This is an optimization exercise on Yosys and OpenROAD, whose aim is small area, not a production implementation. The RTL was checked by simulation tests, not by an equivalence proof against the original design.

## design/flow/flow/run.sh

```bash
#!/bin/bash
# The standard layout (the standard.sh: unchanged synthesis, floorplan,
# power grid and placement) with two knobs changed:
#  - port buffers are sky130_fd_sc_hd__buf_1 instead of the default pick
#  - clock tree synthesis with these options and no dummy loads
# The run's full output goes to standard.log here; ORFS's own per-step logs
# are under orfs/logs/.
set -euo pipefail
export BUFFER_PORTS_ARGS="-buffer_cell sky130_fd_sc_hd__buf_1"
export CTS_ARGS="-sink_clustering_enable -repair_clock_nets -sink_clustering_size 16 -sink_clustering_max_diameter 50 -buf_list {sky130_fd_sc_hd__clkbuf_4 sky130_fd_sc_hd__clkbuf_8} -dont_use_dummy_load"
bash standard.sh > standard.log 2>&1
```

## design/flow/standard.sh

```bash
#!/bin/bash
# synth_recipe.tcl (not shown) runs the flow's synth.tcl, then flattens the netlist and writes it again
# the make line also repeats each setting of config.mk as NAME=value (left out here)
make -C /OpenROAD-flow-scripts/flow DESIGN_CONFIG=/design/flow/config.mk WORK_HOME=/design/flow/orfs CLKGATE_MAP_FILE= SYNTH_SCRIPT=/design/flow/synth_recipe.tcl "${@:-finish}"
```

## design/flow/config.mk

```make
export PLATFORM = sky130hd
export DESIGN_NAME = sw_top
export DESIGN_NICKNAME = sw_top
export VERILOG_FILES = /design/flow/design.v
export SDC_FILE = /design/flow/constraint.sdc
export NUM_CORES = 4
export LEC_CHECK = 0
export CAP_MARGIN = 20
export CORE_MARGIN = 2
export CORE_UTILIZATION = 40
export SLEW_MARGIN = 20
```

## design/flow/constraint.sdc

```tcl
create_clock -name core_clock -period 11.0 [get_ports {clk}]
set_input_delay 2.2000 -clock core_clock [delete_from_list [all_inputs] [get_ports {clk}]]
set_output_delay 2.2000 -clock core_clock [all_outputs]
set_load 0.01 [all_outputs]
```

## design/flow/design.v

```verilog
`timescale 1ns/1ps
module sw_top (
    input  logic          clk,
    input  logic          reset,
    input  logic          valid_i,
    input  logic [1:0]    data_ref_i,
    input  logic [1:0]    data_query_i,
    output logic          finish_o,
    output logic [20:0]   best_o
);
    logic [6:0]  cnt_q;      
    logic [5:0]  rp_q;       
    logic [3:0]  qp_q;       
    logic        bub_q;      
    logic        loaded, front, take, run, real_cell, row_end, first_row, front_row, first_cell, done;
    assign loaded    = cnt_q[6];
    assign front     = (cnt_q[6:4] == 3'd0);
    assign take      = valid_i & ~loaded;
    assign run       = ~front;
    assign real_cell = run & ~bub_q;
    assign row_end   = (qp_q == 4'd0);
    assign first_row = (rp_q == 6'd1);
    assign front_row = ((rp_q[5:4] == 2'd0) & (rp_q[3:0] != 4'd0)) | (rp_q == 6'd16);
    assign first_cell = first_row & (qp_q == 4'd1);
    assign done      = loaded & first_cell;
    logic [31:0] qry_q;      
    logic [31:0] frt_q;      
    logic [95:0] bck_q;      
    always_ff @(posedge clk) begin
        if ((take & front) | run)
            qry_q <= {qry_q[29:0], run ? qry_q[31:30] : data_query_i};
        if ((take & front) | (real_cell & row_end & front_row))
            frt_q <= {frt_q[29:0], data_ref_i};
        if ((take & ~front) | (real_cell & row_end & ~front_row))
            bck_q <= {bck_q[93:0], data_ref_i};
    end
    logic [1:0] qbase, rbase;
    assign qbase = qry_q[31:30];
    assign rbase = front_row ? frt_q[31:30] : bck_q[95:94];
    logic [3:0] ring_q [0:15];
    logic [3:0] ring_in;
    always_ff @(posedge clk) begin
        ring_q[0] <= ring_in;
        for (int k = 1; k < 16; k++) ring_q[k] <= ring_q[k-1];
    end
    logic [5:0] hl_q;        
    logic [2:0] vv_q;        
    logic       g_q;         
    logic [2:0] dd;
    logic       f;
    logic [2:0] u, l, d4, dd_new, vv_new;
    logic       zx, f_new, g_new, uh, lh, ul, lu;
    logic [5:0] h_new;
    logic [3:0] dm;
    always_comb begin
        dd = ring_q[15][3:1];
        f  = ring_q[15][0];
        u = dd + {2'b0, f};
        l = vv_q + {2'b0, g_q};
        zx = (hl_q[5:3] == 3'd0) & (vv_q[2] | vv_q[1]) &
             (hl_q[2:0] == {vv_q[2] & vv_q[1], ~vv_q[1], vv_q[0]});
        uh = u[2];                       
        lh = l[2];                       
        ul = 1'b1;
        lu = 1'b1;
        for (int k = 0; k < 3; k++) begin
            ul = (u[k] & ~l[k]) | ((u[k] | ~l[k]) & ul);
            lu = (l[k] & ~u[k]) | ((l[k] | ~u[k]) & lu);
        end
        if (rbase == qbase) begin
            d4    = 3'd6;
            f_new = (u == 3'd6);
            g_new = (l == 3'd6);
        end else if (uh | lh) begin
            d4    = ul ? u : l;
            f_new = ul;
            g_new = lu;
        end else begin
            d4    = zx ? 3'd4 : 3'd3;   
            f_new = ~zx & (u == 3'd3);
            g_new = ~zx & (l == 3'd3);
        end
        dd_new = d4 - vv_q;
        vv_new = d4 - dd;
        dm     = {1'b0, dd_new} - 4'd2;
        h_new  = hl_q + {{2{dm[3]}}, dm};
        ring_in = real_cell ? {dd_new, f_new} : (run ? ring_q[15] : 4'b0100);
    end
    always_ff @(posedge clk) begin
        if (row_end | ~run) begin
            hl_q <= '0;
            vv_q <= 3'd2;
            g_q  <= 1'b0;
        end else begin
            hl_q <= h_new;
            vv_q <= vv_new;
            g_q  <= g_new;
        end
    end
    logic [5:0] bs_q;
    logic [5:0] br_q;
    logic [3:0] bc_q;
    logic       upd;
    logic       tie;         
    logic       c_col, c_sc;
    always_comb begin
        c_col = 1'b0;
        for (int k = 0; k < 4; k++) c_col = (bc_q[k] & ~qp_q[k]) | ((bc_q[k] | ~qp_q[k]) & c_col);
        tie = (qp_q != 4'd0) & ((bc_q == 4'd0) | c_col);
        c_sc = tie;
        for (int k = 0; k < 6; k++) c_sc = (h_new[k] & ~bs_q[k]) | ((h_new[k] | ~bs_q[k]) & c_sc);
    end
    assign upd = real_cell & (first_cell | c_sc);
    always_ff @(posedge clk) begin
        if (upd) begin
            bs_q <= h_new;
            br_q <= rp_q;
            bc_q <= qp_q;
        end
    end
    logic [6:0]  cnt_inc;
    assign cnt_inc = cnt_q + {6'd0, take};
    logic [5:0]  osc_q;      
    logic [9:0]  opos_q;     
    logic        nz;
    assign nz = (osc_q != 6'd0);
    always_ff @(posedge clk) begin
        if (done) opos_q <= {br_q, bc_q};
    end
    always_ff @(posedge clk or posedge reset) begin
        if (reset) begin
            cnt_q <= '0;
            rp_q  <= 6'd1;
            qp_q  <= 4'd1;
            bub_q <= 1'b0;
            osc_q <= '0;
        end else begin
            cnt_q <= {cnt_inc[6] & ~done, cnt_inc[5:0]};
            if (done) osc_q <= bs_q;
            qp_q <= run ? qp_q + 4'd1 : 4'd1;
            rp_q <= rp_q + {5'd0, real_cell & row_end};
            if (run & row_end) begin
                bub_q <= ~loaded & (rp_q[5:1] == 5'b01000);
            end
        end
    end
    assign finish_o = ~run & (qp_q == 4'd2);
    assign best_o   = {2'b00, osc_q,
                       nz & (opos_q[9:4] == 6'd0), nz ? opos_q[9:4] : 6'd0, 1'b0,
                       nz & (opos_q[3:0] == 4'd0), nz ? opos_q[3:0] : 4'd0};
endmodule
```

==> results of run 1 <==
## Yosys cell counts, drive strengths merged, types with 4 or more instances
library cell / number / area [um^2]
xnor2: 16 / 140
ha: 21 / 263
o21ai: 11 / 58.8
edfxtp: 186 / 5590
inv: 24 / 90.1
mux2i: 4 / 40.0
and2: 13 / 81.3
xor2: 8 / 70.1
nor4: 4 / 31.3
nor2: 23 / 86.3
and3: 5 / 31.3
nor3: 7 / 35.0
dfrtp: 22 / 551
dfxtp: 74 / 1480
a21oi: 12 / 60.1
nand2: 26 / 97.6
mux2: 4 / 45.0
nor2b: 4 / 25.0
nand3: 8 / 40.0
## per-stage QoR
| step | area [um^2] | instances | hold WS (ps) | setup slack, ps |
|---|---|---|---|---|
| after floorplan | 9250 | 521 | 310 | 5060 |
| after global placement | 9710 | 827 | 311 | 4910 |
| after detailed placement | 9720 | 827 | 312 | 4900 |
| after CTS | 10100 | 851 | 309 | 4870 |
| after global routing | 10100 | 852 | 311 | 4380 |
| final | 10100 | 852 | 310 | 4870 |
## critical path, delay by kind of cell (launching register included)
kind                     cells  cell delay, ps
flip-flops                   1             430
AND/OR/NAND/NOR              3             650
buffers and inverters        1              80
multiplexers                 2             820
XOR/XNOR                     4             860
adder cells (fa/ha/maj)      4            1110
AO/OA/AOI/OAI                6            1750
## metal layers
metal | wire length, um | part of all wire | vias up | GRT usage
met5 | 0 | 0 | - | 0
met3 | 537 | 0.043 | 34 | 0.0253
met2 | 5300 | 0.43 | 62 | 0.154
met1 | 6100 | 0.49 | 2017 | 0.149
li1 | - | - | 1951 | -
met4 | 409 | 0.033 | 0 | 0.0367
## sequential cells by signal, indices dropped and copies added, names as in the netlist
register	count
qp_q	4
bs_q	6
osc_q	6
vv_q	3
hl_q	6
bck_q	96
ring_q	64
frt_q	32
bub_q	1
g_q	1
qry_q	32
br_q	6
bc_q	4
opos_q	10
cnt_q	7
rp_q	6
## layout make-up
| type | instances | area share |
|---|---|---|
| flip-flops and latches | 284 | 0.761 |
| multi-input cells | 207 | 0.149 |
| well taps | 285 | 0.0354 |
| clock buffers | 24 | 0.0328 |
| repair buffers | 28 | 0.0135 |
| inverters | 24 | 0.00894 |
## worst min-delay path by stage
stage	from	end	slack, ps	cells after the start
final	ring_q[7][3]	ring_q[8][3]	310	0
after global routing	ring_q[7][3]	ring_q[8][3]	310	0
after CTS	ring_q[7][3]	ring_q[8][3]	310	0
after detailed placement	ring_q[1][0]	ring_q[2][0]	310	0
after global placement	ring_q[12][2]	ring_q[13][2]	310	0
after floorplan	ring_q[9][0]	ring_q[10][0]	310	0
## cells by family (layout without fill, tap and decap cells)
logic type | count (synthesis) | count (layout) | share of synthesized area
adder cells (fa/ha/maj) | 27 | 27 | 0.0382
AO/OA/AOI/OAI | 41 | 41 | 0.0288
flip-flops | 284 | 284 | 0.830
AND/OR/NAND/NOR | 104 | 104 | 0.0569
multiplexers | 8 | 8 | 0.00921
other | 1 | 3 | 0.000406
buffers and inverters | 30 | 76 | 0.0135
XOR/XNOR | 24 | 24 | 0.0228
==> impl_metrics.tcl, run 1 <==
set metrics [dict create \
    max_slew_margin 0.402 \
    yosysWarnings 2 \
    core-area_um2 22600 \
    mostFrequentLayoutCell "edfxtp_1" \
    insertion_delay_ps 540 \
    rr_worst_depth 20 \
    startpoint "rp_q[1]" \
    cts_tree "done" \
    fillers 1961 \
    dpl.hpwl_mm 7.34 \
    synth.ff_latch_count 284 \
    status "finished clean" \
    synth_area_um2 9240 \
    period_share 0.557 \
    wire_per_inst_um 14.5 \
    finalSetupTns_ps 0 \
    worst-path-max-fanout 16 \
    syn_to_final_growth_pct 9.13 \
    seq_area_frac_synth 0.830 \
    endpoint "bc_q[1]" \
    hold_path_class "flop to flop" \
    path_class "flop to flop" \
    drive_above_1_share 0.0741 \
    htreeDepth 1 \
    fin_util 0.445 \
    worst_ep_required_time_ps 11110 \
    clkSinkCount 284 \
    grt_max_degree 97 \
    drc_errors 0 \
    die-area_um2 24300 \
    cts-root-buf "clkbuf_8" \
    path_cells "nor4_2, mux2i_1, mux2i_1, xnor2_1, or2_1, o21ai_0, ha_1, fa_1, xor2_1, xnor2_1, ha_1, inv_1, ha_1, a21oi_1, a21oi_1, o21a_1, nor2_1, xnor2_1, o221a_2, a311oi_4" \
    rr_startpoint "rp_q[1]" \
    finClkSkew_ps 74.1 \
    final_cell_mix "edfxtp_1 (186), dfxtp_1 (74), nand2_1 (25), buf_1 (25), clkbuf_8 (24)" \
    ys_types 50 \
    grt_pass1_vias 4018 \
    multi_input_area_um2 1500 \
    die_height_um 156 \
    slowest_stage "a311oi_4" \
    critical_path.max_stage_delay_ps 770 \
    max-cap-violations 0 \
    nets 600 \
    yosys_most_used_dff "edfxtp_1" \
    via_per_inst 4.77 \
    detail-route-antenna-nets 0 \
    setup_viol 0 \
    final.min_clock_period_ps 6130 \
    register_area_um2 7670 \
    antenna_found_initial 0 \
    ctsResizeCount 0 \
    worst_pin_slew_ps 892 \
    slew_viol_final 0 \
    timing.fmax_ghz 0.163 \
    start_util 0.408 \
    start_kind "flop" \
    drt_iter0_drc 204 \
    io_pins 29 \
    groute.usage.overall 0.103 \
    port_buffers 25 \
    synth_edf_count 186 \
    postSynthCellCount 519 \
    grt_pass1_wl_mm 20.4 \
    async_flop_share 0.0845 \
    routed_wl_mm 12.4 \
    worst_ep_arrival_time_ps 6240 \
    overflow 0 \
    hold_viol 0 \
    vias 4064 \
    gp_congestion 0.768 \
    die_x_um 156 \
    post_cts_buffers 0 \
    antenna_cells 0 \
    reg2reg_slack_ps 4870 \
    cts_made_buffers 24 \
    cts_buffer_depth 3 \
    dr.pass1.iters 4 \
    hold_buffers 0 \
    fp-row-count 55 \
    rsz0062_at_grt "false" \
    cp-end-kind "flop" \
    clk_pin_slew_worst_paths_ps 90 \
    reg2reg_to "bc_q[1]" \
    syn_avg_cell_area_um2 17.8 \
]
==> run 2: changes to the inputs <==
--- a/design/flow/flow/run.sh
+++ b/design/flow/flow/run.sh
@@ -7,5 +7,5 @@
 # are under orfs/logs/.
 set -euo pipefail
 export BUFFER_PORTS_ARGS="-buffer_cell sky130_fd_sc_hd__buf_1"
-export CTS_ARGS="-sink_clustering_enable -repair_clock_nets -sink_clustering_size 16 -sink_clustering_max_diameter 50 -buf_list {sky130_fd_sc_hd__clkbuf_4 sky130_fd_sc_hd__clkbuf_8} -dont_use_dummy_load"
+export CTS_ARGS="-sink_clustering_enable -repair_clock_nets -sink_clustering_size 11 -sink_clustering_max_diameter 45 -buf_list sky130_fd_sc_hd__clkbuf_4 -dont_use_dummy_load"
 bash standard.sh > standard.log 2>&1
--- a/design/flow/config.mk
+++ b/design/flow/config.mk
@@ -7,5 +7,5 @@
 export LEC_CHECK = 0
 export CAP_MARGIN = 20
 export CORE_MARGIN = 2
-export CORE_UTILIZATION = 40
+export CORE_UTILIZATION = 55
 export SLEW_MARGIN = 20
==> run 2 against run 1 <==
Still clean on timing, DRC and antenna; flip-flop and latch count stayed put; critical path depth unchanged; global-route usage is 3.8 points higher; first-iteration DRC count grew 2.5%; non-clock buffer count stayed put; clock-buffer cell count increased by 7; design area shrank 1.8%; critical path type unchanged; highest routed layer unchanged.
==> impl_metrics.tcl, run 2 <==
set metrics [dict create \
    rr_worst_depth 20 \
    die_height_um 134 \
    antenna_found_initial 1 \
    port_buffers 25 \
    worst_pin_slew_ps 950 \
    routed_wl_mm 12.0 \
    core-area_um2 16500 \
    synthAdderAreaFrac 0.0382 \
    finalSetupTns_ps 0 \
    synth.ff_latch_count 284 \
    synth.most_common_cell "edfxtp_1" \
    cts_buffer_depth 3 \
    reg2reg_to "bs_q[5]" \
    status "finished clean" \
    drc_errors 0 \
    yosysWarnings 2 \
    groute.usage.overall 0.141 \
    gp_congestion 0.794 \
    grt_pass1_vias 3929 \
    cp_num_buf_inv 1 \
    rr_startpoint "rp_q[1]" \
    worst_ep_arrival_time_ps 6270 \
    clk_pin_slew_worst_paths_ps 100 \
    grt_max_degree 97 \
    hold_buffers 0 \
    dr.pass1.iters 4 \
    synth_top_cell_by_area "edfxtp_1" \
    drt_iter0_drc 209 \
    htreeDepth 1 \
    overflow 0 \
    cp-end-kind "flop" \
    insertion_delay_ps 670 \
    timing.fmax_ghz 0.165 \
    vias 4031 \
    grt_pass1_wl_mm 19.9 \
    rsz0062_at_grt "false" \
    setup_viol 0 \
    final_area_um2 9910 \
    cp_num_cells 20 \
    post_cts_buffers 0 \
    clkSinkCount 284 \
    dpl.hpwl_mm 7.18 \
    synth_compound_area_frac 0.0288 \
    detail-route-antenna-nets 0 \
    max-cap-violations 0 \
    finClkSkew_ps 77.2 \
    die-area_um2 17900 \
    path_cells "nor4_2, mux2i_1, mux2i_1, xnor2_1, or2_1, o21ai_0, ha_1, fa_1, xor2_1, xnor2_1, ha_1, inv_1, ha_1, a21oi_1, a21oi_1, o21a_1, nor2_1, xnor2_1, o221a_2, a311oi_4" \
    postSynthCellCount 519 \
    top_regs "bck_q (96), ring_q (64)" \
    syn_avg_cell_area_um2 17.8 \
    drive_above_1_share 0.0854 \
    max_slew_margin 0.366 \
    synth_top_area_share 0.605 \
    final.min_clock_period_ps 6050 \
    slew_viol_final 0 \
    synth_xor_area_frac 0.0228 \
    synth_mux_area_frac 0.00921 \
    io_pins 29 \
    regMostFlops "bck_q" \
    pre_cts_slack_ps 4920 \
    path_class "flop to flop" \
    die_x_um 134 \
    reg2reg_slack_ps 4950 \
    via_per_inst 5.07 \
    ctsResizeCount 0 \
    slowest_stage "a311oi_4" \
    critical_path.top_delay_family "compound AO/OA/AOI/OAI gates" \
    mostFrequentLayoutCell "edfxtp_1" \
    holdPathStages 0 \
    hold_viol 0 \
    cts_made_buffers 31 \
    critical_path.max_stage_delay_ps 770 \
    period_share 0.550 \
    syn_to_final_growth_pct 7.22 \
    synth_commonest_cells "edfxtp_1 (186), dfxtp_1 (74), nand2_1 (26)" \
    wire_per_inst_um 15.1 \
    worst_hold_slack_ps 286 \
    ys_types 50 \
    nets 607 \
    cts_tree "done" \
    final_cell_mix "edfxtp_1 (186), dfxtp_1 (74), clkbuf_4 (31)" \
    synth_top_family_by_area "simple AND/OR/NAND/NOR gates" \
    async_flop_share 0.0845 \
    start_util 0.559 \
    placed_area_um2 9640 \
    cts-root-buf "clkbuf_4" \
    ys_top_cells_by_area "edfxtp_1 (60%), dfxtp_1 (16%), dfrtp_1 (6.0%)" \
    hold_path_class "flop to flop" \
    worst-path-max-fanout 16 \
    yosys_most_used_dff "edfxtp_1" \
    fin_ws_ps 4950 \
    start_kind "flop" \
    seq_area_frac_synth 0.830 \
    synth_edf_count 186 \
    hold_end "ring_q[1][0]" \
    hp-start "ring_q[0][0]" \
    synth-simple-area-share 0.0569 \
    fp-row-count 47 \
    fin_util 0.599 \
    worst_ep_required_time_ps 11220 \
    synth_area_um2 9240 \
    largest_reg_flops 96 \
]
run 2: logic make-up after synthesis:
logic type	after synthesis
muxes	8
DFF	284
AOI/OAI and AO/OA	41
buffers and inverters	30
other	1
and+or+nand+nor	104
xor gates and xnor gates	24
adders and majority gates	27
run 2: how the worst max path moves through the flow:
stage                  from       to  slack, ps
floorplan           rp_q[1]  bc_q[0]       5060
global placement    rp_q[1]  br_q[5]       4900
detailed placement  rp_q[1]  br_q[1]       4920
CTS                 rp_q[1]  bs_q[0]       4870
global route        rp_q[1]  bs_q[5]       4460
finish              rp_q[1]  bs_q[5]       4950
run 2: final cells by class:
type / count / area [um^2]
clock buffers: 31 / 233
diodes: 1 / 2.50
repair buffers: 28 / 136
flip-flops and latches: 284 / 7670
well taps: 220 / 275
fillers: 1229 / 6620
multi-input cells: 207 / 1500
inverters: 24 / 90.1
run 2: worst register-to-register path, cell delays in order, from the launching register on:
cell and delay, ps:
dfrtp_1 440, nor4_2 290, mux2i_1 630, mux2i_1 200, xnor2_1 330, or2_1 230
o21ai_0 150, ha_1 230, fa_1 370, xor2_1 160, xnor2_1 140, ha_1 290
inv_1 50, ha_1 300, a21oi_1 190, a21oi_1 100, o21a_1 170, nor2_1 110
xnor2_1 160, o221a_2 330, a311oi_4 770
run 2: routing by layer:
layer | track usage | wire (um) | share of wire
met1 | 0.206 | 5840 | 0.49
met2 | 0.211 | 5300 | 0.44
met3 | 0.0335 | 495 | 0.041
met4 | 0.0508 | 349 | 0.029
met5 | 0 | 0 | 0
run 2: stage by stage:
step	instances
2_1_floorplan	521
6_report	795
5_1_grt	795
3_3_place_gp	762
3_5_place_dp	762
4_1_cts	793
==> run 3: changes to the inputs <==
--- a/design/flow/config.mk
+++ b/design/flow/config.mk
@@ -7,5 +7,5 @@
 export LEC_CHECK = 0
 export CAP_MARGIN = 20
 export CORE_MARGIN = 2
-export CORE_UTILIZATION = 55
+export CORE_UTILIZATION = 30
 export SLEW_MARGIN = 20
==> run 3 against run 2 <==
Cell count grew 22%; synthesized area is the same; global-route usage shrank 6.5 points; synthesized cell count is the same; clock-buffer cell count is the same; setup slack gained 420 ps; first-iteration DRC count shrank 14%; via count grew 1.6%; design area grew 2.1%; worst hold slack gained 9.5 ps; critical path type unchanged.
==> impl_metrics.tcl, run 3 <==
set metrics [dict create \
    max_slew_margin 0.358 \
    rsz0062_at_grt "false" \
    cts_made_buffers 31 \
    overflow 0 \
    dpl.hpwl_mm 7.54 \
    rr_worst_depth 21 \
    path_cells "nor4_2, mux2i_1, mux2i_1, xnor2_1, or2_1, o21ai_0, ha_1, fa_1, xor2_1, xnor2_1, ha_1, inv_1, ha_1, a21oi_1, a21oi_1, o21a_1, nor2_1, xnor2_1, o221a_2, a311oi_2, buf_4" \
    synth_top_area_share 0.605 \
    async_flop_share 0.0845 \
    synth_commonest_cells "edfxtp_1 (186), dfxtp_1 (74), nand2_1 (26)" \
    cts_buffer_depth 3 \
    status "finished clean" \
    largest_reg_flops 96 \
    nets 609 \
    setup_viol 0 \
    cp-end-kind "flop" \
    timing.fmax_ghz 0.178 \
    die_x_um 179 \
    worst_hold_slack_ps 296 \
    ctsResizeCount 0 \
    die-area_um2 32200 \
    drive_above_1_share 0.0868 \
    clk_pin_slew_worst_paths_ps 110 \
    top_regs "bck_q (96), ring_q (64)" \
    start_util 0.304 \
    holdPathStages 0 \
    slew_viol_final 0 \
    pre_cts_slack_ps 5360 \
    antenna_found_initial 1 \
    grt_pass1_wl_mm 20.3 \
    ys_types 50 \
    worst_ep_arrival_time_ps 5980 \
    final_cell_mix "edfxtp_1 (186), dfxtp_1 (74), clkbuf_4 (31)" \
    core-area_um2 30400 \
    ys_top_cells_by_area "edfxtp_1 (60%), dfxtp_1 (16%), dfrtp_1 (6.0%)" \
    path_class "flop to flop" \
    gp_congestion 0.812 \
    synth.ff_latch_count 284 \
    grt_pass1_vias 3960 \
    fin_ws_ps 5370 \
    syn_avg_cell_area_um2 17.8 \
    max-cap-violations 0 \
    synth.most_common_cell "edfxtp_1" \
    groute.usage.overall 0.0766 \
    htreeDepth 1 \
    dr.pass1.iters 4 \
    worst_ep_required_time_ps 11350 \
    hold_end "ring_q[12][2]" \
    port_buffers 25 \
    io_pins 29 \
    insertion_delay_ps 670 \
    grt_max_degree 97 \
    drt_iter0_drc 180 \
    wire_per_inst_um 12.7 \
    fp-row-count 64 \
    hold_buffers 0 \
    yosys_most_used_dff "edfxtp_1" \
    hp-start "ring_q[11][2]" \
    finalSetupTns_ps 0 \
    yosysWarnings 2 \
    via_per_inst 4.21 \
    hold_viol 0 \
    final.min_clock_period_ps 5630 \
    finClkSkew_ps 108 \
    worst-path-max-fanout 16 \
    syn_to_final_growth_pct 9.44 \
    period_share 0.512 \
    mostFrequentLayoutCell "edfxtp_1" \
    routed_wl_mm 12.4 \
    slowest_stage "mux2i_1" \
    synth_area_um2 9240 \
    postSynthCellCount 519 \
    wl_met3_um 727 \
    highest_layer "met4" \
    vias 4097 \
    reg2reg_slack_ps 5370 \
    regMostFlops "bck_q" \
    critical_path.max_stage_delay_ps 600 \
    worst_pin_slew_ps 962 \
    hold_path_class "flop to flop" \
    synth_edf_count 186 \
    wl_met1_mm 6.05 \
    clkSinkCount 284 \
    fin_util 0.332 \
    start_kind "flop" \
    seq_area_frac_synth 0.830 \
    cts_tree "done" \
    post_cts_buffers 0 \
    wl_met2_mm 5.34 \
    drc_errors 0 \
    synth_top_cell_by_area "edfxtp_1" \
    rr_startpoint "rp_q[1]" \
    reg2reg_to "bc_q[2]" \
    detail-route-antenna-nets 0 \
    cts-root-buf "clkbuf_4" \
    die_height_um 179 \
]
## run 3: worst max-delay path by stage
stage                     startpoint  endpoint  slack [ps]  cells past startpoint
after global routing         rp_q[1]   bc_q[0]        4910                     21
after detailed placement     rp_q[1]   bc_q[1]        5360                     21
after floorplan              rp_q[1]   bc_q[0]        5060                     20
final                        rp_q[1]   bc_q[2]        5370                     21
after CTS                    rp_q[1]   bc_q[2]        5320                     21
after global placement       rp_q[1]   bc_q[1]        5550                     21
## run 3: cells by family after synthesis
logic type	Yosys count	share of synthesized area
xor gates and xnor gates	24	0.0228
muxes	8	0.00921
and+or+nand+nor	104	0.0569
adders and majority gates	27	0.0382
AOI/OAI and AO/OA	41	0.0288
buffers and inverters	30	0.0135
other	1	0.000406
DFF	284	0.830
## run 3: critical path, delay by kind of cell (launching register included)
kind	cells	cell delay, ps
AO/OA/AOI/OAI	6	1110
XOR/XNOR	4	870
adder cells (fa/ha/maj)	4	1130
buffers and inverters	2	360
flip-flops	1	430
multiplexers	2	790
AND/OR/NAND/NOR	3	630
## run 3: area by class of cell
| cell class | instances | area, um^2 |
|---|---|---|
| Antenna cell | 1 | 2.50 |
| Fill cell | 2949 | 20300 |
| Inverter | 24 | 90.1 |
| Clock buffer | 31 | 233 |
| Sequential cell | 284 | 7670 |
| Timing Repair Buffer | 30 | 135 |
| Tap cell | 396 | 495 |
| Multi-Input combinational cell | 207 | 1490 |
## run 3: per-layer routing
layer  up-vias  global-route usage
met5         -                   0
met4         0              0.0293
met3        24              0.0213
met2        92               0.111
met1      1997               0.109
li1       1984                   -
## run 3: metrics by stage
stage / cells / instance area (um^2)
global placement: 941 / 9870
CTS: 972 / 10100
detailed placement: 941 / 9870
finish: 973 / 10100
floorplan: 521 / 9250
global route: 973 / 10100
==> run 4: changes to the inputs <==
--- a/design/flow/config.mk
+++ b/design/flow/config.mk
@@ -7,5 +7,6 @@
 export LEC_CHECK = 0
 export CAP_MARGIN = 20
 export CORE_MARGIN = 2
-export CORE_UTILIZATION = 30
+export CORE_UTILIZATION = 40
+export PLACE_DENSITY = 0.7
 export SLEW_MARGIN = 20
==> run 4 against run 3 <==
Register-to-register slack got worse by 470 ps; worst hold slack got worse by 1.1 ps; clock skew decreased by 58 ps; cell count decreased by 12%; synthesized cell count unchanged; utilization increased by 11 points.
==> impl_metrics.tcl, run 4 <==
set metrics [dict create \
    endpoint "bs_q[2]" \
    rsz0062_at_grt "false" \
    hold_buffers 0 \
    rr_worst_depth 20 \
    syn_avg_cell_area_um2 17.8 \
    port_buffers 25 \
    regMostFlops "bck_q" \
    synth_top_area_share 0.605 \
    critical_path.top_delay_family "compound AO/OA/AOI/OAI gates" \
    post_cts_buffers 0 \
    die_x_um 156 \
    ys_top_cells_by_area "edfxtp_1 (60%), dfxtp_1 (16%), dfrtp_1 (6.0%)" \
    nets 607 \
    die_height_um 156 \
    finalSetupTns_ps 0 \
    grt_max_degree 97 \
    grt_pass1_vias 4139 \
    worst_pin_slew_ps 887 \
    gp_congestion 0.877 \
    clk_pin_slew_worst_paths_ps 110 \
    path_class "flop to flop" \
    critical_path.max_stage_delay_ps 760 \
    seq_area_frac_synth 0.830 \
    antenna_found_initial 1 \
    die-area_um2 24300 \
    async_flop_share 0.0845 \
    synth.ff_latch_count 284 \
    fp-row-count 55 \
    cts-root-buf "clkbuf_4" \
    hold_viol 0 \
    dr.pass1.iters 5 \
    worst_ep_required_time_ps 11280 \
    synth_commonest_cells "edfxtp_1 (186), dfxtp_1 (74), nand2_1 (26)" \
    grt_pass1_wl_mm 20.8 \
    reg2reg_to "bs_q[2]" \
    start_util 0.408 \
    worst-path-max-fanout 16 \
    synth.most_common_cell "edfxtp_1" \
    final_cell_mix "edfxtp_1 (186), dfxtp_1 (74), clkbuf_4 (31)" \
    cp_num_buf_inv 1 \
    groute.usage.overall 0.106 \
    wire_per_inst_um 14.4 \
    core-area_um2 22600 \
    detail-route-antenna-nets 0 \
    vias 4164 \
    yosys_most_used_dff "edfxtp_1" \
    synth_top_cell_by_area "edfxtp_1" \
    timing.fmax_ghz 0.164 \
    finClkSkew_ps 49.9 \
    top_regs "bck_q (96), ring_q (64)" \
    cp_num_cells 20 \
    drc_errors 0 \
    period_share 0.555 \
    path_cells "nor4_2, mux2i_1, mux2i_1, xnor2_1, or2_1, o21ai_0, ha_1, fa_1, xor2_1, xnor2_1, ha_1, inv_1, ha_1, xor2_1, o22ai_1, nor3_1, a22oi_1, a21oi_1, o221a_2, a311oi_4" \
    synth_area_um2 9240 \
    drt_iter0_drc 306 \
    synth_edf_count 186 \
    pre_cts_slack_ps 4730 \
    routed_wl_mm 12.4 \
    syn_to_final_growth_pct 8.02 \
    cts_made_buffers 31 \
    cts_tree "done" \
    ctsResizeCount 0 \
    largest_reg_flops 96 \
    worst_ep_arrival_time_ps 6380 \
    start_kind "flop" \
    slowest_stage "a311oi_4" \
    status "finished clean" \
    dpl.hpwl_mm 7.59 \
    hold_path_class "flop to flop" \
    max-cap-violations 0 \
    insertion_delay_ps 660 \
    yosysWarnings 2 \
    reg2reg_slack_ps 4900 \
    drive_above_1_share 0.0854 \
    via_per_inst 4.84 \
    postSynthCellCount 519 \
    cts_buffer_depth 3 \
    mostFrequentLayoutCell "edfxtp_1" \
    fin_ws_ps 4900 \
    critical_path.most_common_cell "ha_1" \
    startpoint "rp_q[2]" \
    overflow 0 \
    cp-end-kind "flop" \
    clkSinkCount 284 \
    final.min_clock_period_ps 6100 \
    max_slew_margin 0.405 \
    setup_viol 0 \
    htreeDepth 1 \
    rr_startpoint "rp_q[2]" \
    ys_types 50 \
    slew_viol_final 0 \
    io_pins 29 \
]
==> run 4: cells by family after synthesis <==
logic type / count (synthesis) / share of synthesized area
XOR/XNOR: 24 / 0.0228
flip-flops: 284 / 0.830
other: 1 / 0.000406
adder cells (fa/ha/maj): 27 / 0.0382
AO/OA/AOI/OAI: 41 / 0.0288
multiplexers: 8 / 0.00921
AND/OR/NAND/NOR: 104 / 0.0569
buffers and inverters: 30 / 0.0135
==> run 4: metal layers <==
| metal | GRT usage | wire length [um] |
|---|---|---|
| met1 | 0.145 | 5710 |
| met2 | 0.168 | 5680 |
| met3 | 0.0269 | 697 |
| met4 | 0.0332 | 288 |
| met5 | 0 | 0 |
==> run 4: through the flow <==
step / cell area [um^2] / utilization / instances / hold WS [ps]
final: 9980 / 0.441 / 860 / 294
after global routing: 9980 / 0.441 / 860 / 302
after CTS: 9940 / 0.439 / 858 / 317
after detailed placement: 9710 / 0.429 / 827 / 312
after global placement: 9710 / 0.429 / 827 / 312
after floorplan: 9250 / - / 521 / 310
==> run 4: layout make-up <==
| type | count | area (um^2) |
|---|---|---|
| flip-flops and latches | 284 | 7670 |
| clock buffers | 31 | 233 |
| multi-input cells | 207 | 1500 |
| fillers | 1956 | 12700 |
| inverters | 24 | 90.1 |
| diodes | 1 | 2.50 |
| well taps | 285 | 357 |
| repair buffers | 28 | 129 |
==> run 4: how the worst min path moves through the flow <==
stage / startpoint / to / slack (ps) / depth (start not counted)
detailed placement: ring_q[2][3] / ring_q[3][3] / 310 / 0
global route: ring_q[7][2] / ring_q[8][2] / 300 / 0
finish: ring_q[7][2] / ring_q[8][2] / 290 / 0
floorplan: ring_q[9][0] / ring_q[10][0] / 310 / 0
global placement: ring_q[14][3] / ring_q[15][3] / 310 / 0
CTS: ring_q[7][2] / ring_q[8][2] / 320 / 0
==> run 5: changes to the inputs <==
--- a/design/flow/config.mk
+++ b/design/flow/config.mk
@@ -8,5 +8,5 @@
 export CAP_MARGIN = 20
 export CORE_MARGIN = 2
 export CORE_UTILIZATION = 40
-export PLACE_DENSITY = 0.7
+export PLACE_DENSITY = 0.8
 export SLEW_MARGIN = 20
==> run 5 against run 4 <==
Sequential share of layout area hardly changed; die area unchanged; critical endpoint is now bs_q[4]; via count down 2.8%; maximum frequency is 7.1% higher; worst hold slack better by 21 ps; flip-flop and latch count unchanged; critical path depth increased by 1; clock-buffer cell count fell by 1; highest routed layer unchanged; first-iteration DRC count shrank 20%.
==> impl_metrics.tcl, run 5 <==
set metrics [dict create \
    cts_tree "done" \
    mostFrequentLayoutCell "edfxtp_1" \
    seq_area_frac_synth 0.830 \
    cts_buffer_depth 3 \
    worst-path-max-fanout 16 \
    grt_max_degree 97 \
    grt_pass1_vias 4062 \
    final.min_clock_period_ps 5700 \
    worst_pin_slew_ps 926 \
    hold_buffers 0 \
    max_slew_margin 0.382 \
    detail-route-antenna-nets 0 \
    nets 608 \
    htreeDepth 1 \
    cp-end-kind "flop" \
    clk_pin_slew_worst_paths_ps 110 \
    die-area_um2 24300 \
    post_cts_buffers 0 \
    synth_area_um2 9240 \
    top_regs "bck_q (96), ring_q (64)" \
    die_height_um 156 \
    wire_per_inst_um 14.1 \
    insertion_delay_ps 650 \
    pre_cts_slack_ps 5350 \
    worst_ep_required_time_ps 11290 \
    rsz0062_at_grt "false" \
    reg2reg_slack_ps 5300 \
    finClkSkew_ps 61.4 \
    io_pins 29 \
    path_class "flop to flop" \
    gp_congestion 0.865 \
    largest_reg_flops 96 \
    drive_above_1_share 0.0852 \
    synth_edf_count 186 \
    postSynthCellCount 519 \
    routed_wl_mm 12.1 \
    fp-row-count 55 \
    final_cells 861 \
    worst_ep_arrival_time_ps 5990 \
    synth.ff_latch_count 284 \
    dpl.hpwl_mm 7.49 \
    hold_path_class "flop to flop" \
    dr.pass1.iters 4 \
    port_buffers 25 \
    start_util 0.408 \
    max-cap-violations 0 \
    clkSinkCount 284 \
    drt_iter0_drc 244 \
    dp_cells 829 \
    via_per_inst 4.70 \
    finalSetupTns_ps 0 \
    setup_viol 0 \
    die_x_um 156 \
    start_kind "flop" \
    overflow 0 \
    antenna_found_initial 1 \
    yosysWarnings 2 \
    ys_types 50 \
    yosys_most_used_dff "edfxtp_1" \
    slew_viol_final 0 \
    regMostFlops "bck_q" \
    fillers 1921 \
    syn_avg_cell_area_um2 17.8 \
    synth_commonest_cells "edfxtp_1 (186), dfxtp_1 (74), nand2_1 (26)" \
    vias 4049 \
    status "finished clean" \
    fin_ws_ps 5300 \
    period_share 0.518 \
    synth.most_common_cell "edfxtp_1" \
    core-area_um2 22600 \
    ys_top_cells_by_area "edfxtp_1 (60%), dfxtp_1 (16%), dfrtp_1 (6.0%)" \
    ctsResizeCount 0 \
    synth_top_area_share 0.605 \
    syn_to_final_growth_pct 7.95 \
    hold_viol 0 \
    final_cell_mix "edfxtp_1 (186), dfxtp_1 (74), clkbuf_4 (30)" \
    synth_top_cell_by_area "edfxtp_1" \
    grt_pass1_wl_mm 19.7 \
    async_flop_share 0.0845 \
    cts-root-buf "clkbuf_4" \
    timing.fmax_ghz 0.176 \
    groute.usage.overall 0.101 \
    cts_made_buffers 30 \
    drc_errors 0 \
]
## run 5: cell counts after synthesis
No cell type changed its count.
## run 5: worst paths after layout
check,startpoint,to,cells past startpoint
max,rp_q[1],bs_q[4],21
min,ring_q[2][0],ring_q[3][0],0
max reg2reg,rp_q[1],bs_q[4],21
min reg2reg,ring_q[2][0],ring_q[3][0],0
max in group asynchronous,reset,osc_q[3],2
min in group asynchronous,reset,rp_q[5],2
## run 5: layer usage
metal / vias up / part of all wire / global-route usage / wire, um
li1: 1978 / - / - / -
met1: 1959 / 0.49 / 0.141 / 6000
met2: 85 / 0.44 / 0.154 / 5290
met3: 27 / 0.043 / 0.0244 / 521
met4: 0 / 0.027 / 0.0384 / 323
met5: - / 0 / 0 / 0
## run 5: metrics by stage
step	instance area [um^2]	utilization	hold WS (ps)
2_1_floorplan	9250	-	310
4_1_cts	9950	0.440	325
3_3_place_gp	9730	0.430	311
3_5_place_dp	9730	0.430	312
6_report	9970	0.441	315
5_1_grt	9970	0.441	324
## run 5: cell families (layout without fill, tap and decap cells)
group,Yosys count,after routing,synth area share
buf+inv,30,84,0.0135
other cells,1,4,0.000406
mux,8,8,0.00921
compound gates,41,41,0.0288
simple gates,104,104,0.0569
flops,284,284,0.830
fa+ha+maj,27,27,0.0382
xor+xnor,24,24,0.0228
## run 5: critical path: stages (launching register included)
cell	delay [ps]
dfrtp_1	440
nor4_2	290
mux2i_1	640
mux2i_1	310
xnor2_1	220
or2_1	230
o21ai_0	140
ha_1	240
fa_1	380
xor2_1	170
xnor2_1	230
ha_1	280
inv_1	80
ha_1	240
xor2_1	210
o22ai_1	200
nor3_1	90
a22oi_1	170
a21oi_1	90
o221a_2	240
a311oi_2	230
buf_4	270
## run 5: cell type report
cell class | count | area, um^2 | share of cell area
Multi-Input combinational cell | 207 | 1490 | 0.149
Antenna cell | 1 | 2.50 | 0.000251
Timing Repair Buffer | 30 | 144 | 0.0144
Tap cell | 285 | 357 | 0.0358
Inverter | 24 | 90.1 | 0.00903
Sequential cell | 284 | 7670 | 0.769
Clock buffer | 30 | 225 | 0.0226
==> run 6: changes to the inputs <==
--- a/design/flow/config.mk
+++ b/design/flow/config.mk
@@ -8,5 +8,4 @@
 export CAP_MARGIN = 20
 export CORE_MARGIN = 2
 export CORE_UTILIZATION = 40
-export PLACE_DENSITY = 0.8
 export SLEW_MARGIN = 20
==> run 6 against run 5 <==
Via count increased by 2.4%; clock-buffer cell count rose by 4; cell count rose by 0.12%; design area grew 0.34%.
==> impl_metrics.tcl, run 6 <==
set metrics [dict create \
    status "finished clean" \
    top_regs "bck_q (96), ring_q (64)" \
    dpl.hpwl_mm 7.34 \
    reg2reg_to "bs_q[0]" \
    synth_top_area_share 0.605 \
    synth_edf_count 186 \
    cts-root-buf "clkbuf_4" \
    synth.ff_latch_count 284 \
    pre_cts_slack_ps 4900 \
    synth_xor_area_frac 0.0228 \
    detail-route-antenna-nets 0 \
    dr.pass1.iters 4 \
    synth_mux_area_frac 0.00921 \
    final_cell_mix "edfxtp_1 (186), dfxtp_1 (74), clkbuf_4 (34)" \
    async_flop_share 0.0845 \
    groute.usage.overall 0.107 \
    worst_pin_slew_ps 891 \
    ys_top_cells_by_area "edfxtp_1 (60%), dfxtp_1 (16%), dfrtp_1 (6.0%)" \
    cts_made_buffers 34 \
    slew_viol_final 0 \
    hold_path_class "flop to flop" \
    hold_end "ring_q[8][3]" \
    worst_hold_slack_ps 316 \
    antenna_cells 0 \
    grt_max_degree 97 \
    fp-row-count 55 \
    postSynthCellCount 519 \
    fin_ws_ps 4880 \
    die-area_um2 24300 \
    yosys_most_used_dff "edfxtp_1" \
    synth_top_cell_by_area "edfxtp_1" \
    synth_compound_area_frac 0.0288 \
    multi_input_area_um2 1500 \
    start_util 0.408 \
    hold_viol 0 \
    insertion_delay_ps 610 \
    max_slew_margin 0.402 \
    ys_types 50 \
    rr_startpoint "rp_q[1]" \
    synth_top_family_by_area "simple AND/OR/NAND/NOR gates" \
    critical_path.max_stage_delay_ps 770 \
    ctsResizeCount 0 \
    hold_buffers 0 \
    finClkSkew_ps 63.3 \
    start_kind "flop" \
    rr_worst_depth 20 \
    yosysWarnings 2 \
    mostFrequentLayoutCell "edfxtp_1" \
    overflow 0 \
    final.min_clock_period_ps 6120 \
    io_pins 29 \
    dp_cells 827 \
    port_buffers 25 \
    drt_iter0_drc 190 \
    regMostFlops "bck_q" \
    grt_pass1_wl_mm 20.8 \
    largest_reg_flops 96 \
    worst_ep_arrival_time_ps 6300 \
    die_x_um 156 \
    gp_congestion 0.768 \
    seq_area_frac_synth 0.830 \
    drive_above_1_share 0.0901 \
    final_area_um2 10000 \
    core-area_um2 22600 \
    register_area_um2 7670 \
    synth.most_common_cell "edfxtp_1" \
    clkSinkCount 284 \
    htreeDepth 2 \
    synth_commonest_cells "edfxtp_1 (186), dfxtp_1 (74), nand2_1 (26)" \
    final_cells 862 \
    synthAdderAreaFrac 0.0382 \
    path_cells "nor4_2, mux2i_1, mux2i_1, xnor2_1, or2_1, o21ai_0, ha_1, fa_1, xor2_1, xnor2_1, ha_1, inv_1, ha_1, a21oi_1, a21oi_1, o21a_1, nor2_1, xnor2_1, o221a_2, a311oi_4" \
    worst_ep_required_time_ps 11180 \
    synth-simple-area-share 0.0569 \
    timing.fmax_ghz 0.163 \
    rsz0062_at_grt "false" \
    reg2reg_slack_ps 4880 \
    syn_to_final_growth_pct 8.32 \
    max-cap-violations 0 \
    synth_area_um2 9240 \
    cp-end-kind "flop" \
    syn_avg_cell_area_um2 17.8 \
    path_class "flop to flop" \
    via_per_inst 4.81 \
    wire_per_inst_um 14.5 \
    slowest_stage "a311oi_4" \
    placed_area_um2 9720 \
    cts_buffer_depth 3 \
    worst-path-max-fanout 16 \
    cp_num_buf_inv 1 \
    nets 610 \
    vias 4145 \
    holdPathStages 0 \
    die_height_um 156 \
    hp-start "ring_q[7][3]" \
    routed_wl_mm 12.5 \
    antenna_found_initial 0 \
    grt_pass1_vias 4132 \
    finalSetupTns_ps 0 \
    cts_tree "done" \
    setup_viol 0 \
    clk_pin_slew_worst_paths_ps 110 \
    critical_path.top_delay_family "compound AO/OA/AOI/OAI gates" \
    period_share 0.556 \
    fillers 1980 \
    post_cts_buffers 0 \
    drc_errors 0 \
]
[run 6: cell counts after synthesis]
Identical to the previous run, type by type.
[run 6: per-stage QoR]
| stage | utilization |
|---|---|
| detailed placement | 0.430 |
| global placement | 0.429 |
| CTS | 0.441 |
| floorplan | - |
| global route | 0.442 |
| finish | 0.442 |
[run 6: layout make-up]
cell class                      instances  area share
Sequential cell                       284       0.766
Multi-Input combinational cell        207       0.150
Tap cell                              285      0.0356
Clock buffer                           34      0.0255
Timing Repair Buffer                   28      0.0136
Inverter                               24     0.00900
[run 6: worst max-delay path by stage]
stage	cells after the start	from	endpoint
finish	20	rp_q[1]	bs_q[0]
global route	20	rp_q[1]	bs_q[0]
CTS	20	rp_q[1]	bs_q[0]
detailed placement	20	rp_q[1]	br_q[1]
global placement	20	rp_q[1]	br_q[5]
floorplan	20	rp_q[1]	bc_q[0]
[run 6: kinds of logic after synthesis]
group	Yosys count
fa+ha+maj	27
mux	8
other cells	1
buf+inv	30
xor+xnor	24
compound gates	41
simple gates	104
flops	284
[run 6: layer usage]
metal  wire length, um  GRT usage  vias up
met5                 0          0        -
met3               481     0.0275       37
met2              5390      0.153       71
met1              6250      0.153     2053
li1                  -          -     1984
met4               359     0.0476        0
==> run 7: changes to the inputs <==
--- a/design/flow/config.mk
+++ b/design/flow/config.mk
@@ -5,7 +5,8 @@
 export SDC_FILE = /design/flow/constraint.sdc
 export NUM_CORES = 4
 export LEC_CHECK = 0
-export CAP_MARGIN = 20
+export CAP_MARGIN = 5
 export CORE_MARGIN = 2
 export CORE_UTILIZATION = 40
-export SLEW_MARGIN = 20
+export PLACE_DENSITY = 0.7
+export SLEW_MARGIN = 5
==> run 7 against run 6 <==
Synthesized cell count unchanged; still clean; first-iteration DRC count up 78%; synthesized area unchanged; clock-buffer cell count down 3; design area down 0.59%.
==> impl_metrics.tcl, run 7 <==
set metrics [dict create \
    drive_above_1_share 0.0838 \
    synth_top_area_share 0.605 \
    final_cell_mix "edfxtp_1 (186), dfxtp_1 (74), clkbuf_4 (31)" \
    reg2reg_to "bs_q[2]" \
    timing.fmax_ghz 0.157 \
    path_class "flop to flop" \
    fin_util 0.439 \
    final.min_clock_period_ps 6360 \
    worst_pin_slew_ps 1260 \
    largest_reg_flops 96 \
    mostFrequentLayoutCell "edfxtp_1" \
    dr.pass1.iters 4 \
    finalSetupTns_ps 0 \
    die_x_um 156 \
    yosys_most_used_dff "edfxtp_1" \
    worst_ep_arrival_time_ps 6610 \
    die-area_um2 24300 \
    endpoint "bs_q[2]" \
    rr_worst_depth 20 \
    startpoint "rp_q[2]" \
    core-area_um2 22600 \
    synth_top_cell_by_area "edfxtp_1" \
    synth_commonest_cells "edfxtp_1 (186), dfxtp_1 (74), nand2_1 (26)" \
    syn_to_final_growth_pct 7.68 \
    slowest_stage "a311oi_2" \
    overflow 0 \
    start_util 0.408 \
    top_regs "bck_q (96), ring_q (64)" \
    start_kind "flop" \
    die_height_um 156 \
    groute.usage.overall 0.106 \
    drt_iter0_drc 338 \
    worst-path-max-fanout 16 \
    io_pins 29 \
    rsz0062_at_grt "false" \
    hold_buffers 0 \
    async_flop_share 0.0845 \
    clk_pin_slew_worst_paths_ps 110 \
    critical_path.most_common_cell "ha_1" \
    syn_avg_cell_area_um2 17.8 \
    nets 606 \
    cp-end-kind "flop" \
    synth.most_common_cell "edfxtp_1" \
    dpl.hpwl_mm 7.59 \
    drc_errors 0 \
    detail-route-antenna-nets 0 \
    cts-root-buf "clkbuf_4" \
    rr_startpoint "rp_q[2]" \
    hold_path_class "flop to flop" \
    routed_wl_mm 12.2 \
    postSynthCellCount 519 \
    yosysWarnings 2 \
    hold_viol 0 \
    cts_made_buffers 31 \
    synth_area_um2 9240 \
    max-cap-violations 0 \
    reg2reg_slack_ps 4640 \
    period_share 0.578 \
    max_slew_margin 0.158 \
    port_buffers 25 \
    ys_types 50 \
    path_cells "nor4_2, mux2i_1, mux2i_1, xnor2_1, or2_1, o21ai_0, ha_1, fa_1, xor2_1, xnor2_1, ha_1, inv_1, ha_1, xor2_1, o22ai_1, nor3_1, a22oi_1, a21oi_1, o221a_2, a311oi_2" \
    grt_pass1_wl_mm 20.8 \
    regMostFlops "bck_q" \
    ys_top_cells_by_area "edfxtp_1 (60%), dfxtp_1 (16%), dfrtp_1 (6.0%)" \
    fp-row-count 55 \
    gp_congestion 0.877 \
    grt_max_degree 97 \
    htreeDepth 1 \
    cts_buffer_depth 3 \
    cts_tree "done" \
    seq_area_frac_synth 0.830 \
    ctsResizeCount 0 \
    slew_viol_final 0 \
    grt_pass1_vias 4139 \
    insertion_delay_ps 650 \
    clkSinkCount 284 \
    finClkSkew_ps 52.0 \
    worst_hold_slack_ps 296 \
    antenna_found_initial 1 \
    wire_per_inst_um 14.3 \
    vias 4151 \
    critical_path.max_stage_delay_ps 1040 \
    status "finished clean" \
    synth.ff_latch_count 284 \
    synth_edf_count 186 \
    setup_viol 0 \
    worst_ep_required_time_ps 11250 \
    via_per_inst 4.83 \
    post_cts_buffers 0 \
]
-- run 7: metal layers --
layer | share of wire | global-route usage | vias to the layer above
met5 | 0 | 0 | -
met4 | 0.023 | 0.0332 | 0
met3 | 0.053 | 0.0269 | 22
met2 | 0.46 | 0.168 | 106
met1 | 0.46 | 0.145 | 2046
li1 | - | - | 1977
-- run 7: worst min path at each step --
stage                              from       endpoint  slack [ps]  depth (start not counted)
after floorplan            ring_q[9][0]  ring_q[10][0]         310                          0
after global placement    ring_q[14][3]  ring_q[15][3]         310                          0
after detailed placement   ring_q[2][3]   ring_q[3][3]         310                          0
after CTS                  ring_q[7][2]   ring_q[8][2]         320                          0
after global routing       ring_q[7][2]   ring_q[8][2]         300                          0
final                      ring_q[7][2]   ring_q[8][2]         300                          0
-- run 7: stage by stage --
stage	std cells	setup WS, ps	area [um^2]
finish	859	4640	9950
global placement	827	5020	9710
global route	859	4170	9950
detailed placement	827	4730	9710
floorplan	521	5060	9250
CTS	858	4660	9940
-- run 7: cells by family (layout without fill, tap and decap cells) --
group,after synthesis,in the layout,synth area share
AO/OA/AOI/OAI,41,41,0.0288
XOR/XNOR,24,24,0.0228
adder cells (fa/ha/maj),27,27,0.0382
buffers and inverters,30,82,0.0135
flip-flops,284,284,0.830
multiplexers,8,8,0.00921
other,1,4,0.000406
AND/OR/NAND/NOR,104,104,0.0569
-- run 7: critical path: cells and delay by family (launching register included) --
family | cells | cell delay (ps)
and+or+nand+nor | 3 | 590
muxes | 2 | 780
buffers and inverters | 1 | 80
DFF | 1 | 460
adders and majority gates | 4 | 1160
xor gates and xnor gates | 4 | 960
AOI/OAI and AO/OA | 6 | 1910
-- run 7: final cells by class --
class	instances	area, um^2
fillers	1964	12700
flip-flops and latches	284	7670
multi-input cells	207	1490
well taps	285	357
clock buffers	31	233
repair buffers	27	109
inverters	24	90.1
diodes	1	2.50
==> run 8: changes to the inputs <==
==> design/flow/config.mk (replaced) <==
export PLATFORM = sky130hd
export DESIGN_NAME = sw_top
export DESIGN_NICKNAME = sw_top
export VERILOG_FILES = /design/flow/design.v
export SDC_FILE = /design/flow/constraint.sdc
export NUM_CORES = 4
export LEC_CHECK = 0
export CAP_MARGIN = 10
export CORE_MARGIN = 2
export CORE_UTILIZATION = 50
export PLACE_DENSITY = 0.7
export SLEW_MARGIN = 10
==> run 8 against run 7 <==
Global-route usage is 2.3 points higher; critical path type unchanged; routed wire length increased by 1.6%; still clean.
==> impl_metrics.tcl, run 8 <==
set metrics [dict create \
    dpl.hpwl_mm 7.58 \
    synth_area_um2 9240 \
    status "finished clean" \
    setup_viol 0 \
    rr_startpoint "rp_q[1]" \
    reg2reg_to "br_q[5]" \
    synth_commonest_cells "edfxtp_1 (186), dfxtp_1 (74), nand2_1 (26)" \
    die_height_um 140 \
    rsz0062_at_grt "false" \
    htreeDepth 1 \
    ys_types 50 \
    finalSetupTns_ps 0 \
    cts_buffer_depth 3 \
    synth_top_cell_by_area "edfxtp_1" \
    startpoint "rp_q[1]" \
    path_class "flop to flop" \
    async_flop_share 0.0845 \
    endpoint "br_q[5]" \
    core-area_um2 18000 \
    detail-route-antenna-nets 0 \
    seq_area_frac_synth 0.830 \
    slew_viol_final 0 \
    drive_above_1_share 0.0822 \
    timing.fmax_ghz 0.165 \
    top_regs "bck_q (96), ring_q (64)" \
    worst_ep_arrival_time_ps 6360 \
    clk_pin_slew_worst_paths_ps 110 \
    wire_per_inst_um 15.5 \
    start_util 0.513 \
    routed_wl_mm 12.4 \
    nets 605 \
    drc_errors 0 \
    yosys_most_used_dff "edfxtp_1" \
    period_share 0.552 \
    grt_pass1_vias 4175 \
    worst_pin_slew_ps 1130 \
    hold_buffers 0 \
    die-area_um2 19600 \
    hold_path_class "flop to flop" \
    dr.pass1.iters 4 \
    synth_edf_count 186 \
    max_slew_margin 0.248 \
    mostFrequentLayoutCell "edfxtp_1" \
    fillers 1425 \
    antenna_found_initial 1 \
    largest_reg_flops 96 \
    syn_avg_cell_area_um2 17.8 \
    syn_to_final_growth_pct 6.96 \
    final_area_um2 9880 \
    cts-root-buf "clkbuf_4" \
    finClkSkew_ps 47.2 \
    via_per_inst 5.17 \
    ctsResizeCount 0 \
    insertion_delay_ps 650 \
    cts_tree "done" \
    postSynthCellCount 519 \
    worst-path-max-fanout 16 \
    reg2reg_slack_ps 4930 \
    gp_congestion 0.847 \
    synth.ff_latch_count 284 \
    clkSinkCount 284 \
    regMostFlops "bck_q" \
    final_cell_mix "edfxtp_1 (186), dfxtp_1 (74), clkbuf_4 (30)" \
    io_pins 29 \
    dp_cells 771 \
    start_kind "flop" \
    post_cts_buffers 0 \
    groute.usage.overall 0.129 \
    drt_iter0_drc 235 \
    placed_area_um2 9640 \
    synth_top_area_share 0.605 \
    grt_max_degree 97 \
    max-cap-violations 0 \
    synth.most_common_cell "edfxtp_1" \
    fp-row-count 49 \
    vias 4150 \
    overflow 0 \
    ys_top_cells_by_area "edfxtp_1 (60%), dfxtp_1 (16%), dfrtp_1 (6.0%)" \
    yosysWarnings 2 \
    final_cells 802 \
    cp-end-kind "flop" \
    grt_pass1_wl_mm 20.5 \
    final.min_clock_period_ps 6070 \
    rr_worst_depth 20 \
    cts_made_buffers 30 \
    die_x_um 140 \
    worst_ep_required_time_ps 11290 \
    port_buffers 25 \
    hold_viol 0 \
]
==> run 8: layout make-up <==
class | count | area (um^2) | share of cell area
sequential | 284 | 7670 | 0.776
multi-input combinational | 207 | 1500 | 0.152
tap | 229 | 287 | 0.0290
clock buffer | 30 | 225 | 0.0228
timing repair buffer | 27 | 109 | 0.0110
inverter | 24 | 90.1 | 0.00912
antenna | 1 | 2.50 | 0.000253
==> run 8: critical path: stages (launching register included) <==
cell and delay, ps:
dfrtp_1 440, nor4_2 290, mux2i_1 630, mux2i_1 190, xnor2_1 330, or2_1 230, o21ai_0 160, ha_1 240
fa_1 370, xor2_1 160, xnor2_1 200, ha_1 260, inv_1 80, ha_1 250, a21oi_1 200, a21oi_1 110
o21a_1 170, nor2_1 120, xnor2_1 180, o221a_2 340, a311oi_4 760
==> run 8: worst min path at each step <==
stage	from	to	depth (start not counted)
after floorplan	ring_q[9][0]	ring_q[10][0]	0
after global placement	ring_q[10][2]	ring_q[11][2]	0
after detailed placement	ring_q[13][2]	ring_q[14][2]	0
after CTS	ring_q[2][3]	ring_q[3][3]	0
after global routing	ring_q[2][3]	ring_q[3][3]	0
final	ring_q[2][3]	ring_q[3][3]	0
==> run 8: kinds of logic after synthesis <==
kind of cell | share of synthesized area
buffers and inverters | 0.0135
flip-flops | 0.830
other | 0.000406
AO/OA/AOI/OAI | 0.0288
AND/OR/NAND/NOR | 0.0569
XOR/XNOR | 0.0228
adder cells (fa/ha/maj) | 0.0382
multiplexers | 0.00921
==> run 8: stage by stage <==
step	util	setup WS [ps]	hold WS [ps]
5_1_grt	0.548	4460	317
3_3_place_gp	0.535	4930	311
2_1_floorplan	-	5060	310
4_1_cts	0.547	4640	315
6_report	0.548	4930	310
3_5_place_dp	0.535	4680	312
==> run 8: layer usage <==
| metal | GRT usage | wire length, um |
|---|---|---|
| met5 | 0 | 0 |
| met4 | 0.0411 | 314 |
| met3 | 0.0311 | 551 |
| met2 | 0.200 | 5600 |
| met1 | 0.182 | 5980 |
==> run 9: changes to the inputs <==
--- a/design/flow/config.mk
+++ b/design/flow/config.mk
@@ -7,6 +7,6 @@
 export LEC_CHECK = 0
 export CAP_MARGIN = 10
 export CORE_MARGIN = 2
-export CORE_UTILIZATION = 50
+export CORE_UTILIZATION = 40
 export PLACE_DENSITY = 0.7
 export SLEW_MARGIN = 10
==> run 9 against run 8 <==
Register-to-register slack lost 30 ps; utilization shrank 11 points; flip-flop and latch count is the same; critical path type unchanged; highest routed layer unchanged.
==> impl_metrics.tcl, run 9 <==
set metrics [dict create \
    status "finished clean" \
    slew_viol_final 0 \
    overflow 0 \
    worst_ep_arrival_time_ps 6380 \
    core-area_um2 22600 \
    io_pins 29 \
    worst_ep_required_time_ps 11280 \
    cp_num_buf_inv 1 \
    worst-path-max-fanout 16 \
    cp-end-kind "flop" \
    dpl.hpwl_mm 7.59 \
    yosys_most_used_dff "edfxtp_1" \
    antenna_found_initial 1 \
    setup_viol 0 \
    ys_types 50 \
    hold_buffers 0 \
    via_per_inst 4.88 \
    worst_pin_slew_ps 1130 \
    finalSetupTns_ps 0 \
    regMostFlops "bck_q" \
    gp_congestion 0.877 \
    hold_path_class "flop to flop" \
    grt_pass1_wl_mm 20.8 \
    seq_area_frac_synth 0.830 \
    synth.most_common_cell "edfxtp_1" \
    start_util 0.408 \
    insertion_delay_ps 660 \
    start_kind "flop" \
    drive_above_1_share 0.0838 \
    cts_made_buffers 31 \
    clkSinkCount 284 \
    finClkSkew_ps 53.4 \
    yosysWarnings 2 \
    syn_to_final_growth_pct 7.80 \
    max_slew_margin 0.245 \
    cts_buffer_depth 3 \
    detail-route-antenna-nets 0 \
    fp-row-count 55 \
    final_cell_mix "edfxtp_1 (186), dfxtp_1 (74), clkbuf_4 (31)" \
    timing.fmax_ghz 0.164 \
    path_cells "nor4_2, mux2i_1, mux2i_1, xnor2_1, or2_1, o21ai_0, ha_1, fa_1, xor2_1, xnor2_1, ha_1, inv_1, ha_1, xor2_1, o22ai_1, nor3_1, a22oi_1, a21oi_1, o221a_2, a311oi_4" \
    period_share 0.555 \
    dr.pass1.iters 5 \
    synth.ff_latch_count 284 \
    clk_pin_slew_worst_paths_ps 110 \
    syn_avg_cell_area_um2 17.8 \
    die_height_um 156 \
    synth_area_um2 9240 \
    port_buffers 25 \
    top_regs "bck_q (96), ring_q (64)" \
    async_flop_share 0.0845 \
    rsz0062_at_grt "false" \
    wire_per_inst_um 14.4 \
    nets 606 \
    slowest_stage "a311oi_4" \
    critical_path.max_stage_delay_ps 760 \
    critical_path.most_common_cell "ha_1" \
    reg2reg_slack_ps 4890 \
    final.min_clock_period_ps 6110 \
    drc_errors 0 \
    synth_commonest_cells "edfxtp_1 (186), dfxtp_1 (74), nand2_1 (26)" \
    synth_top_cell_by_area "edfxtp_1" \
    fin_ws_ps 4890 \
    postSynthCellCount 519 \
    htreeDepth 1 \
    drt_iter0_drc 362 \
    path_class "flop to flop" \
    cts-root-buf "clkbuf_4" \
    largest_reg_flops 96 \
    routed_wl_mm 12.4 \
    max-cap-violations 0 \
    final_cells 859 \
    die_x_um 156 \
    fillers 1958 \
    ctsResizeCount 0 \
    dp_cells 827 \
    grt_pass1_vias 4139 \
    cts_tree "done" \
    die-area_um2 24300 \
    critical_path.top_delay_family "compound AO/OA/AOI/OAI gates" \
    ys_top_cells_by_area "edfxtp_1 (60%), dfxtp_1 (16%), dfrtp_1 (6.0%)" \
    synth_edf_count 186 \
    mostFrequentLayoutCell "edfxtp_1" \
    grt_max_degree 97 \
    synth_top_area_share 0.605 \
    pre_cts_slack_ps 4730 \
    hold_viol 0 \
    post_cts_buffers 0 \
    groute.usage.overall 0.106 \
    vias 4193 \
]
run 9: final cells by class:
class / instances / area [um^2] / area share
Inverter: 24 / 90.1 / 0.00905
Timing Repair Buffer: 27 / 109 / 0.0109
Clock buffer: 31 / 233 / 0.0234
Multi-Input combinational cell: 207 / 1500 / 0.151
Tap cell: 285 / 357 / 0.0358
Antenna cell: 1 / 2.50 / 0.000251
Sequential cell: 284 / 7670 / 0.770
run 9: path summary, 6_finish.rpt:
kind,from,end,depth (start not counted)
worst max-delay path,rp_q[2],bs_q[2],20
worst min-delay path,ring_q[7][2],ring_q[8][2],0
worst max register to register,rp_q[2],bs_q[2],20
worst min register to register,ring_q[7][2],ring_q[8][2],0
max in group asynchronous,reset,cnt_q[1],2
min in group asynchronous,reset,cnt_q[4],2
run 9: metrics by stage:
stage | cell area (um^2) | hold WS [ps] | util
after floorplan | 9250 | 310 | -
final | 9960 | 294 | 0.440
after global placement | 9710 | 312 | 0.429
after detailed placement | 9710 | 312 | 0.429
after CTS | 9940 | 317 | 0.439
after global routing | 9960 | 302 | 0.440
run 9: worst register-to-register path, delay by kind of cell (launching register included):
family / cells / cell delay, ps
and+or+nand+nor: 3 / 600
DFF: 1 / 460
AOI/OAI and AO/OA: 6 / 1670
buffers and inverters: 1 / 80
muxes: 2 / 780
xor gates and xnor gates: 4 / 970
adders and majority gates: 4 / 1160
run 9: cells by family after synthesis:
family / Yosys count / share of synthesized area
compound gates: 41 / 0.0288
xor+xnor: 24 / 0.0228
fa+ha+maj: 27 / 0.0382
buf+inv: 30 / 0.0135
flops: 284 / 0.830
mux: 8 / 0.00921
other cells: 1 / 0.000406
simple gates: 104 / 0.0569
run 9: routing by layer:
| metal | vias to the layer above | global-route usage | share of wire |
|---|---|---|---|
| li1 | 1983 | - | - |
| met1 | 2065 | 0.145 | 0.46 |
| met2 | 119 | 0.168 | 0.46 |
| met3 | 26 | 0.0269 | 0.057 |
| met4 | 0 | 0.0332 | 0.024 |
| met5 | - | 0 | 0 |

-- what the ideal ports hide --
The flow's constraints put no driver on any port. The routed layouts listed below were extracted and timed again, unchanged, in two steps.
Step 1: set_driving_cell puts a clkbuf_16 on clk and a buf_2 on each other input, an assumption about the parent block.
Step 2 adds t to the input delays and takes it off the output delays; t is the mean of the earliest and latest rising clock arrival at the registers after step 1. Input paths then give back, and output paths get back, about the clock's delay inside the block.
Slacks: ideal / step 1 / step 2; pairs: ideal / step 1.
run	t, ns	slack for setup (ns)	hold slack, ns	worst slew at a driven data input, ns	cell pins on the clock port's net
run 1	0.543	4.873 / 4.873 / 4.873	0.310 / 0.310 / 0.310	0.04	1
run 2	0.661	4.951 / 4.951 / 4.951	0.286 / 0.286 / 0.286	0.03	1
run 3	0.662	5.370 / 5.370 / 5.370	0.296 / 0.296 / 0.296	0.04	1
run 4	0.675	4.897 / 4.897 / 4.897	0.294 / 0.294 / 0.294	0.03	1
run 5	0.654	5.302 / 5.302 / 5.302	0.315 / 0.315 / 0.315	0.04	1
run 6	0.615	4.882 / 4.882 / 4.882	0.316 / 0.316 / 0.316	0.04	1
run 7	0.664	4.639 / 4.639 / 4.639	0.296 / 0.296 / 0.296	0.03	1
run 8	0.664	4.926 / 4.926 / 4.926	0.310 / 0.310 / 0.310	0.03	1
run 9	0.671	4.893 / 4.893 / 4.893	0.294 / 0.294 / 0.294	0.03	1
After both steps setup and hold are still met in every run listed.
